Source: an optimization exercise on an open RTL-to-GDS flow (aim: small area). Production flows keep margins and buffers that such runs may drop. At most, simulation tests tie the RTL to the original design; equivalence was not proved. Power and IR drop assume default switching activity.

==> flow/design.v <==
module pcap_multi_capture #(
    parameter int NCHAN = 4,
    parameter int DW    = 32,
    parameter int ACC_W = 64
) (
    input  logic                  clk_i,
    input  logic                  reset_i,
    input  logic                  arm_i,
    input  logic                  disarm_i,
    input  logic [1:0]            capture_edge_i,
    input  logic [5:0]            shift_sum_i,
    input  logic [2*NCHAN-1:0]    chan_mode_i,
    input  logic                  enable_i,
    input  logic                  gate_i,
    input  logic                  capture_i,
    input  logic [NCHAN*DW-1:0]   posbus_i,
    output logic [DW-1:0]         dat_o,
    output logic                  dat_valid_o,
    input  logic                  dat_ready_i,
    output logic                  actv_o,
    output logic                  done_o,
    output logic [1:0]            status_o,
    output logic [1:0]            health_o
);
    localparam int            IW       = (NCHAN > 1) ? $clog2(NCHAN) : 1;
    localparam logic [IW-1:0] LAST_IDX = IW'(NCHAN - 1);
    localparam logic [1:0] ST_IDLE  = 2'd0;
    localparam logic [1:0] ST_ARMED = 2'd1;
    localparam logic [1:0] ST_RUN   = 2'd2;
    localparam logic [1:0] ST_DRAIN = 2'd3;
    logic [1:0]    state_q, state_d;
    logic          dat_valid_q, dat_valid_d;
    logic          actv_q, done_q, done_d;
    logic [1:0]    status_q, status_d, health_q, health_d;
    logic          enable_q, capture_q;
    logic [IW-1:0] idx_q;
    logic [1:0]    pend_q;
    logic          zf_q;                        
    logic [NCHAN-1:0][DW-1:0]    prev_q;
    logic [NCHAN-1:0][ACC_W-1:0] acc_q;
    logic [NCHAN-1:0][ACC_W-1:0] res_q;         
    logic [NCHAN-1:0]            res_sum_q;     
    logic [5:0]                  sh_q;          
    logic                    edge_s, run_s, cap_s, accept_s, last_s, frame_free_s, start_s, too_close_s;
    logic                    en_rise_s, en_fall_s, end_req_s;
    logic [1:0]              end_status_s;
    logic [NCHAN-1:0][ACC_W-1:0] sum_s;
    logic [NCHAN-1:0]        ovf_s;
    always_comb begin
        case (capture_edge_i)
            2'd1:    edge_s = ~capture_i & capture_q;
            2'd2:    edge_s = capture_i ^ capture_q;
            default: edge_s = capture_i & ~capture_q;
        endcase
        run_s        = (state_q == ST_RUN);
        en_rise_s    = enable_i & ~enable_q;
        en_fall_s    = ~enable_i & enable_q;
        cap_s        = run_s & enable_i & edge_s & ~disarm_i;
        accept_s     = dat_valid_q & dat_ready_i;
        last_s       = (idx_q == LAST_IDX);
        frame_free_s = ~dat_valid_q | (accept_s & last_s);
        start_s      = cap_s & frame_free_s;
        too_close_s  = cap_s & ~frame_free_s;
    end
    logic [DW-1:0] keep_s;
    logic          chk_q;                       
    logic [1:0]    health_s;                    
    always_comb begin
        for (int i = 0; i < DW; i++) keep_s[i] = (5'(i) >= sh_q[4:0]);
        for (int n = 0; n < NCHAN; n++)
            ovf_s[n] = res_sum_q[n] & ~sh_q[5] &
                       (|((res_q[n][ACC_W-2:DW-1] ^ res_q[n][ACC_W-1:DW]) & keep_s));
        health_s = (chk_q & (|ovf_s) & (health_q != 2'd1)) ? 2'd2 : health_q;
    end
    always_comb begin
        for (int n = 0; n < NCHAN; n++) begin
            logic [1:0]       mode;
            logic             use_acc, use_ref, use_smp;
            logic [ACC_W-1:0] a, b;
            logic [DW-1:0]    smp;
            logic             c32, sb, ao, az;
            mode    = chan_mode_i[2*n +: 2];
            smp     = posbus_i[n*DW +: DW];
            use_ref = cap_s & (mode == 2'd1);
            use_acc = ~zf_q & ~(cap_s & (mode != 2'd2));
            use_smp = gate_i | (cap_s & (mode != 2'd2));
            a[DW-1:0]     = use_acc ? acc_q[n][DW-1:0] : (use_ref ? ~prev_q[n] : '0);
            a[ACC_W-1:DW] = zf_q ? '0 : acc_q[n][ACC_W-1:DW];
            b             = use_smp ? {{(ACC_W-DW){smp[DW-1]}}, smp} : '0;
            c32 = use_ref;
            for (int j = 0; j < DW / 8; j++) begin
                logic co, t;
                co = (j == 0) ? use_ref : 1'b0;
                for (int i = 8*j; i < 8*j + 8; i++) begin
                    sum_s[n][i] = a[i] ^ b[i] ^ co;
                    co          = (a[i] & b[i]) | (a[i] & co) | (b[i] & co);
                end
                if (j == 0) begin
                    c32 = co;
                end else begin
                    t = 1'b1;
                    for (int i = 8*j; i < 8*j + 8; i++) begin
                        logic s0;
                        s0          = sum_s[n][i];
                        sum_s[n][i] = s0 ^ (c32 & t);
                        t           = t & s0;
                    end
                    c32 = co | (c32 & t);
                end
            end
            sb  = b[DW-1];
            ao  = 1'b1;
            az  = 1'b1;
            for (int i = DW; i < ACC_W; i++) begin
                sum_s[n][i] = a[i] ^ ((c32 & ~sb & ao) | (~c32 & sb & az));
                ao = ao & a[i];
                az = az & ~a[i];
            end
        end
    end
    always_comb begin
        state_d      = state_q;
        dat_valid_d  = dat_valid_q;
        done_d       = 1'b0;
        status_d     = status_q;
        health_d     = health_s;
        end_req_s    = 1'b0;
        end_status_s = 2'd0;
        if (accept_s & last_s) dat_valid_d = 1'b0;
        if (start_s) begin
            dat_valid_d = 1'b1;
        end else if (too_close_s) begin
            health_d = 2'd1;
        end
        case (state_q)
            ST_IDLE: begin
                if (arm_i) begin
                    state_d  = ST_ARMED;
                    health_d = 2'd0;
                    status_d = 2'd0;
                end
            end
            ST_ARMED: begin
                if (disarm_i) begin
                    end_req_s    = 1'b1;
                    end_status_s = 2'd1;
                end else if (en_rise_s) begin
                    state_d = ST_RUN;
                end
            end
            ST_RUN: begin
                if (disarm_i) begin
                    end_req_s    = 1'b1;
                    end_status_s = 2'd1;
                end else if (too_close_s) begin
                    end_req_s    = 1'b1;
                    end_status_s = 2'd2;
                end else if (en_fall_s) begin
                    end_req_s    = 1'b1;
                    end_status_s = 2'd0;
                end
            end
            default: begin
                end_req_s    = 1'b1;
                end_status_s = pend_q;
            end
        endcase
        if (end_req_s) begin
            if (dat_valid_d) begin
                state_d = ST_DRAIN;
            end else begin
                state_d  = ST_IDLE;
                done_d   = 1'b1;
                status_d = end_status_s;
            end
        end
    end
    always_ff @(posedge clk_i or posedge reset_i) begin
        if (reset_i) begin
            state_q     <= ST_IDLE;
            dat_valid_q <= 1'b0;
            actv_q      <= 1'b0;
            done_q      <= 1'b0;
            status_q    <= 2'd0;
            health_q    <= 2'd0;
            chk_q       <= 1'b0;
        end else begin
            state_q     <= state_d;
            dat_valid_q <= dat_valid_d;
            actv_q      <= (state_d != ST_IDLE);
            done_q      <= done_d;
            status_q    <= status_d;
            health_q    <= health_d;
            chk_q       <= start_s;
        end
    end
    always_ff @(posedge clk_i) begin
        enable_q  <= enable_i;
        capture_q <= capture_i;
        zf_q      <= ~run_s | cap_s;
        if (end_req_s) pend_q <= end_status_s;
        if (start_s) idx_q <= '0;
        else if (accept_s) idx_q <= idx_q + 1'b1;
        acc_q <= sum_s;
        for (int n = 0; n < NCHAN; n++) begin
            if (~run_s | (start_s & (chan_mode_i[2*n +: 2] == 2'd1)))
                prev_q[n] <= posbus_i[n*DW +: DW];
        end
        if (frame_free_s) begin
            res_q <= sum_s;
            sh_q  <= shift_sum_i;
            for (int n = 0; n < NCHAN; n++)
                res_sum_q[n] <= (chan_mode_i[2*n +: 2] == 2'd2);
        end
    end
    logic [ACC_W-1:0] out_res_s;
    logic [5:0]       out_sh_s;
    logic [3:0]       d54, d32, d10;
    logic [47:0]      st1_s;
    logic [35:0]      st2_s;
    logic [DW-1:0]    word_s;
    always_comb begin
        out_res_s = res_q[idx_q];
        out_sh_s  = res_sum_q[idx_q] ? sh_q : 6'd0;
        d54 = 4'b0001 << out_sh_s[5:4];
        d32 = 4'b0001 << out_sh_s[3:2];
        d10 = 4'b0001 << out_sh_s[1:0];
        for (int i = 0; i < 48; i++)
            st1_s[i] = (d54[0] & out_res_s[i]) |
                       (d54[1] & out_res_s[(i + 16 < ACC_W) ? i + 16 : ACC_W - 1]) |
                       (d54[2] & out_res_s[(i + 32 < ACC_W) ? i + 32 : ACC_W - 1]) |
                       (d54[3] & out_res_s[(i + 48 < ACC_W) ? i + 48 : ACC_W - 1]);
        for (int i = 0; i < 36; i++)
            st2_s[i] = (d32[0] & st1_s[i]) | (d32[1] & st1_s[i + 4]) |
                       (d32[2] & st1_s[i + 8]) | (d32[3] & st1_s[(i + 12 < 48) ? i + 12 : 47]);
        for (int i = 0; i < DW; i++)
            word_s[i] = (d10[0] & st2_s[i]) | (d10[1] & st2_s[i + 1]) |
                        (d10[2] & st2_s[i + 2]) | (d10[3] & st2_s[i + 3]);
    end
    assign dat_o       = word_s;
    assign dat_valid_o = dat_valid_q;
    assign actv_o      = actv_q;
    assign done_o      = done_q;
    assign status_o    = status_q;
    assign health_o    = health_s;
endmodule
Settings: LEC_CHECK=0, CAP_MARGIN=20, CORE_MARGIN=2, CORE_UTILIZATION=40, CTS_BUF_LIST=sky130_fd_sc_hd__clkbuf_4 sky130_fd_sc_hd__clkbuf_8, GPL_TIMING_DRIVEN=0, SLEW_MARGIN=40; clock period 10.0 ns.
run.sh (not shown) runs the stock make flow with config.mk's settings and CLKGATE_MAP_FILE= SYNTH_SCRIPT=/design/flow/synth_recipe.tcl, a recipe that flattens the netlist after the stock synthesis.
Change:
--- a/flow/design.v
+++ b/flow/design.v
@@ -87,32 +87,12 @@
             a[DW-1:0]     = use_acc ? acc_q[n][DW-1:0] : (use_ref ? ~prev_q[n] : '0);
             a[ACC_W-1:DW] = zf_q ? '0 : acc_q[n][ACC_W-1:DW];
             b             = use_smp ? {{(ACC_W-DW){smp[DW-1]}}, smp} : '0;
-            c32 = use_ref;
-            for (int j = 0; j < DW / 8; j++) begin
-                logic co, t;
-                co = (j == 0) ? use_ref : 1'b0;
-                for (int i = 8*j; i < 8*j + 8; i++) begin
-                    sum_s[n][i] = a[i] ^ b[i] ^ co;
-                    co          = (a[i] & b[i]) | (a[i] & co) | (b[i] & co);
-                end
-                if (j == 0) begin
-                    c32 = co;
-                end else begin
-                    t = 1'b1;
-                    for (int i = 8*j; i < 8*j + 8; i++) begin
-                        logic s0;
-                        s0          = sum_s[n][i];
-                        sum_s[n][i] = s0 ^ (c32 & t);
-                        t           = t & s0;
-                    end
-                    c32 = co | (c32 & t);
-                end
-            end
+            {c32, sum_s[n][DW-1:0]} = {1'b0, a[DW-1:0]} + {1'b0, b[DW-1:0]} + {{DW{1'b0}}, use_ref};
             sb  = b[DW-1];
             ao  = 1'b1;
             az  = 1'b1;
             for (int i = DW; i < ACC_W; i++) begin
-                sum_s[n][i] = a[i] ^ ((c32 & ~sb & ao) | (~c32 & sb & az));
+                sum_s[n][i] = a[i] ^ ((c32 ^ sb) & (sb ? az : ao));
                 ao = ao & a[i];
                 az = az & ~a[i];
             end
Effect:
- The new run finished with timing, DRC and antenna clean
- utilization goes down by 2.0 points
- worst hold slack is worse by 0.023 ns
- first-iteration DRC count goes up by 0.71%
- global-route usage goes down by 0.86 points
- fmax goes up by 1.2%
- register-to-register slack is worse by 0.09 ns
- design area goes down by 0.49%
- clock skew goes down by 0.013 ns
- sequential power goes down by about 3%
- cell count goes up by 9.2%
Function was not checked in any run of this note: the RTL went through the layout flow alone.

* * *

== job 101 ==
Starts from the design.v that is shown in full above.
make LEC_CHECK=0 CAP_MARGIN=20 CORE_MARGIN=2 CORE_UTILIZATION=40 CTS_BUF_LIST='sky130_fd_sc_hd__clkbuf_4 sky130_fd_sc_hd__clkbuf_8' SLEW_MARGIN=40 finish   # period 10.0 ns
Inputs modified between job 101 and job 102:
diff --git a/flow/design.v b/flow/design.v
--- a/flow/design.v
+++ b/flow/design.v
@@ -84,38 +84,18 @@
             use_ref = cap_s & (mode == 2'd1);
             use_acc = ~zf_q & ~(cap_s & (mode != 2'd2));
             use_smp = gate_i | (cap_s & (mode != 2'd2));
             a[DW-1:0]     = use_acc ? acc_q[n][DW-1:0] : (use_ref ? ~prev_q[n] : '0);
             a[ACC_W-1:DW] = zf_q ? '0 : acc_q[n][ACC_W-1:DW];
             b             = use_smp ? {{(ACC_W-DW){smp[DW-1]}}, smp} : '0;
-            c32 = use_ref;
-            for (int j = 0; j < DW / 8; j++) begin
-                logic co, t;
-                co = (j == 0) ? use_ref : 1'b0;
-                for (int i = 8*j; i < 8*j + 8; i++) begin
-                    sum_s[n][i] = a[i] ^ b[i] ^ co;
-                    co          = (a[i] & b[i]) | (a[i] & co) | (b[i] & co);
-                end
-                if (j == 0) begin
-                    c32 = co;
-                end else begin
-                    t = 1'b1;
-                    for (int i = 8*j; i < 8*j + 8; i++) begin
-                        logic s0;
-                        s0          = sum_s[n][i];
-                        sum_s[n][i] = s0 ^ (c32 & t);
-                        t           = t & s0;
-                    end
-                    c32 = co | (c32 & t);
-                end
-            end
+            {c32, sum_s[n][DW-1:0]} = {1'b0, a[DW-1:0]} + {1'b0, b[DW-1:0]} + {{DW{1'b0}}, use_ref};
             sb  = b[DW-1];
             ao  = 1'b1;
             az  = 1'b1;
             for (int i = DW; i < ACC_W; i++) begin
-                sum_s[n][i] = a[i] ^ ((c32 & ~sb & ao) | (~c32 & sb & az));
+                sum_s[n][i] = a[i] ^ ((c32 ^ sb) & (sb ? az : ao));
                 ao = ao & a[i];
                 az = az & ~a[i];
             end
         end
     end
     always_comb begin
[summary]
Job 102 finished every stage and its layout cleared the timing, DRC and antenna checks. Final non-filler cell total (job 102 / job 101): 1.07. From job 101 to job 102 the numbers moved as follows: cell area now sits lower; part of the power in combinational logic dropped 1.6 points; depth of the worst register-to-register path down about 38%; number of non-clock inverters in the layout moved down. Job 102 vs job 101, dominant combinational cell family by area after synthesis: compound AO/OA/AOI/OAI gates vs simple AND/OR/NAND/NOR gates. Detailed-routed wire length on met3: job 102 vs job 101 down about 2.4%. Compared with job 101, post-synthesis instance total in job 102 increased by more than 10%. Job 101 → job 102: worst hold slack shrank by 27 ps, number of global-route vias before repair grew by 2210, well-tap cell count grew by about 1.8%, average cell area after synthesis shrank by 9.8%, cell area after technology mapping grew by 0.0014 mm².
No run of this note included a check of the RTL's function; only the layout flow was run.

* * *

delta:
pcap_multi_capture, a different RTL version from the one above (not shown whole).
For scale: about 670 flip-flops, ~190 I/O pins, ~0.038 mm2 of cells after synthesis.
==> flow/config.mk <==
export PLATFORM = sky130hd
export DESIGN_NAME = pcap_multi_capture
export DESIGN_NICKNAME = pcap_multi_capture
export VERILOG_FILES = /design/flow/design.v
export SDC_FILE = /design/flow/constraint.sdc
export NUM_CORES = 4
export LEC_CHECK = 0
export CAP_MARGIN = 10
export CORE_MARGIN = 2
export CORE_UTILIZATION = 40
export CTS_BUF_LIST = sky130_fd_sc_hd__clkbuf_4 sky130_fd_sc_hd__clkbuf_8
export SLEW_MARGIN = 10
==> flow/constraint.sdc <==
create_clock -name core_clock -period 10.0 [get_ports {clk_i}]
set_input_delay 2.0000 -clock core_clock [delete_from_list [all_inputs] [get_ports {clk_i}]]
set_output_delay 2.0000 -clock core_clock [all_outputs]
set_load 0.01 [all_outputs]
standard.sh (not shown) runs the stock make flow with config.mk's settings and CLKGATE_MAP_FILE= SYNTH_SCRIPT=/design/flow/synth_recipe.tcl, a recipe that flattens the netlist after the stock synthesis.
==> flow/flow/run.sh <==
#!/bin/bash
set -e
export BUFFER_PORTS_ARGS="-buffer_cell sky130_fd_sc_hd__buf_1"
export CTS_ARGS="-sink_clustering_enable -repair_clock_nets -dont_use_dummy_load -sink_clustering_size 14 -sink_clustering_max_diameter 80 -buf_list {sky130_fd_sc_hd__clkbuf_4 sky130_fd_sc_hd__clkbuf_8}"
bash standard.sh > flow_run.log 2>&1
No stage failed in delta, and the final checks on the layout all came back clean.
Relative to delta, the following input files were edited for epsilon:
--- a/flow/design.v
+++ b/flow/design.v
@@ -74,49 +74,51 @@
     end
     always_comb begin
         for (int n = 0; n < NCHAN; n++) begin
             logic [1:0]       mode;
             logic             use_acc, use_ref, use_smp;
             logic [ACC_W-1:0] a, b;
             logic [DW-1:0]    smp;
-            logic             c32, sb, ao;
+            logic             c32, sb, ao, az;
             mode    = chan_mode_i[2*n +: 2];
             smp     = posbus_i[n*DW +: DW];
             use_ref = cap_s & (mode == 2'd1);
             use_acc = ~zf_q & ~(cap_s & (mode != 2'd2));
             use_smp = gate_i | (cap_s & (mode != 2'd2));
             a[DW-1:0]     = use_acc ? acc_q[n][DW-1:0] : (use_ref ? ~prev_q[n] : '0);
             a[ACC_W-1:DW] = zf_q ? '0 : acc_q[n][ACC_W-1:DW];
             b             = use_smp ? {{(ACC_W-DW){smp[DW-1]}}, smp} : '0;
             c32 = use_ref;
-            for (int j = 0; j < DW / 4; j++) begin
+            for (int j = 0; j < DW / 8; j++) begin
                 logic co, t;
                 co = (j == 0) ? use_ref : 1'b0;
-                for (int i = 4*j; i < 4*j + 4; i++) begin
+                for (int i = 8*j; i < 8*j + 8; i++) begin
                     sum_s[n][i] = a[i] ^ b[i] ^ co;
                     co          = (a[i] & b[i]) | (a[i] & co) | (b[i] & co);
                 end
                 if (j == 0) begin
                     c32 = co;
                 end else begin
                     t = 1'b1;
-                    for (int i = 4*j; i < 4*j + 4; i++) begin
+                    for (int i = 8*j; i < 8*j + 8; i++) begin
                         logic s0;
                         s0          = sum_s[n][i];
                         sum_s[n][i] = s0 ^ (c32 & t);
                         t           = t & s0;
                     end
                     c32 = co | (c32 & t);
                 end
             end
             sb  = b[DW-1];
             ao  = 1'b1;
+            az  = 1'b1;
             for (int i = DW; i < ACC_W; i++) begin
-                sum_s[n][i] = a[i] ^ ((c32 ^ sb) & ao);
-                ao = ao & (a[i] ^ sb);
+                sum_s[n][i] = a[i] ^ ((c32 & ~sb & ao) | (~c32 & sb & az));
+                ao = ao & a[i];
+                az = az & ~a[i];
             end
         end
     end
     always_comb begin
         state_d      = state_q;
         dat_valid_d  = dat_valid_q;
         done_d       = 1'b0;
@@ -207,38 +209,19 @@
         if (frame_free_s) begin
             res_q <= sum_s;
             sh_q  <= shift_sum_i;
             for (int n = 0; n < NCHAN; n++)
                 res_sum_q[n] <= (chan_mode_i[2*n +: 2] == 2'd2);
         end
     end
-    logic [ACC_W-1:0] out_res_s;
-    logic [5:0]       out_sh_s;
-    logic [3:0]       d54, d32, d10;
-    logic [47:0]      st1_s;
-    logic [35:0]      st2_s;
-    logic [DW-1:0]    word_s;
+    logic [ACC_W-1:0] out_res_s, out_sh_s;
     always_comb begin
         out_res_s = res_q[idx_q];
-        out_sh_s  = res_sum_q[idx_q] ? sh_q : 6'd0;
-        d54 = 4'b0001 << out_sh_s[5:4];
-        d32 = 4'b0001 << out_sh_s[3:2];
-        d10 = 4'b0001 << out_sh_s[1:0];
-        for (int i = 0; i < 48; i++)
-            st1_s[i] = (d54[0] & out_res_s[i]) |
-                       (d54[1] & out_res_s[(i + 16 < ACC_W) ? i + 16 : ACC_W - 1]) |
-                       (d54[2] & out_res_s[(i + 32 < ACC_W) ? i + 32 : ACC_W - 1]) |
-                       (d54[3] & out_res_s[(i + 48 < ACC_W) ? i + 48 : ACC_W - 1]);
-        for (int i = 0; i < 36; i++)
-            st2_s[i] = (d32[0] & st1_s[i]) | (d32[1] & st1_s[i + 4]) |
-                       (d32[2] & st1_s[i + 8]) | (d32[3] & st1_s[(i + 12 < 48) ? i + 12 : 47]);
-        for (int i = 0; i < DW; i++)
-            word_s[i] = (d10[0] & st2_s[i]) | (d10[1] & st2_s[i + 1]) |
-                        (d10[2] & st2_s[i + 2]) | (d10[3] & st2_s[i + 3]);
-    end
-    assign dat_o       = word_s;
+        out_sh_s  = $signed(out_res_s) >>> (res_sum_q[idx_q] ? sh_q : 6'd0);
+    end
+    assign dat_o       = out_sh_s[DW-1:0];
     assign dat_valid_o = dat_valid_q;
     assign actv_o      = actv_q;
     assign done_o      = done_q;
     assign status_o    = status_q;
     assign health_o    = health_s;
 endmodule
Results
For the complex-gate fraction of the synthesized area, epsilon came in 3.4 points lower than delta did.
Final non-filler cell area in epsilon is 180 um2 above delta.
Looking only at total power, and setting everything else aside, the higher value of delta and epsilon goes to epsilon.
End point of the critical path: res_q[190] -> epsilon, res_q[181] -> delta
Core utilization: epsilon higher than delta
Delta (epsilon minus delta): area fraction in and, or, nand and nor cells after synthesis went down 0.91 points, multi-input combinational cell count moved down, critical path depth up 15, share of the final layout cell area in sequential cells shows a reduction of 0.19 points.

-- what the ideal ports hide --
In the flow no input, the clock included, has a driving cell. The finished layouts below were timed again as built, in two steps.
Step 1 sets driving cells, clkbuf_16 on the clock port and buf_2 on the other inputs (assumed; they add their load-dependent delay and slew).
Step 2 times the ports against the registers' clock, not the clock port: input delays grow and output delays shrink by t, the midpoint of the rising clock arrivals with the driver on.
Slacks: ideal ports / drivers / drivers and shift; pairs: ideal ports / drivers.
run	shift t [ns]	setup WS [ns]	hold WS [ns]	slew at the worst register clock pin (ns)	cell pins on the clock port's net
the first run of note 1	0.847	0.251 / 0.287 / -0.559	0.526 / 0.526 / 0.526	0.08 / 0.08	1
the second run of note 1	0.849	0.371 / 0.371 / 0.311	0.503 / 0.503 / 0.503	0.08 / 0.08	1
job 101	0.826	0.283 / 0.327 / -0.499	0.533 / 0.533 / 0.533	0.07 / 0.07	1
job 102	0.849	1.883 / 1.910 / 1.061	0.506 / 0.506 / 0.506	0.08 / 0.08	1
delta	0.795	1.579 / 1.632 / 0.837	0.535 / 0.535 / 0.535	0.11 / 0.11	1
epsilon	0.742	0.319 / 0.359 / -0.384	0.502 / 0.502 / 0.502	0.10 / 0.10	1
With both steps, setup timing fails in the first run of note 1, job 101 and epsilon, where it was met with ideal ports. The setup slack of job 102, which loses most, moves by +0.027 ns with the drivers and by -0.822 ns with both steps.
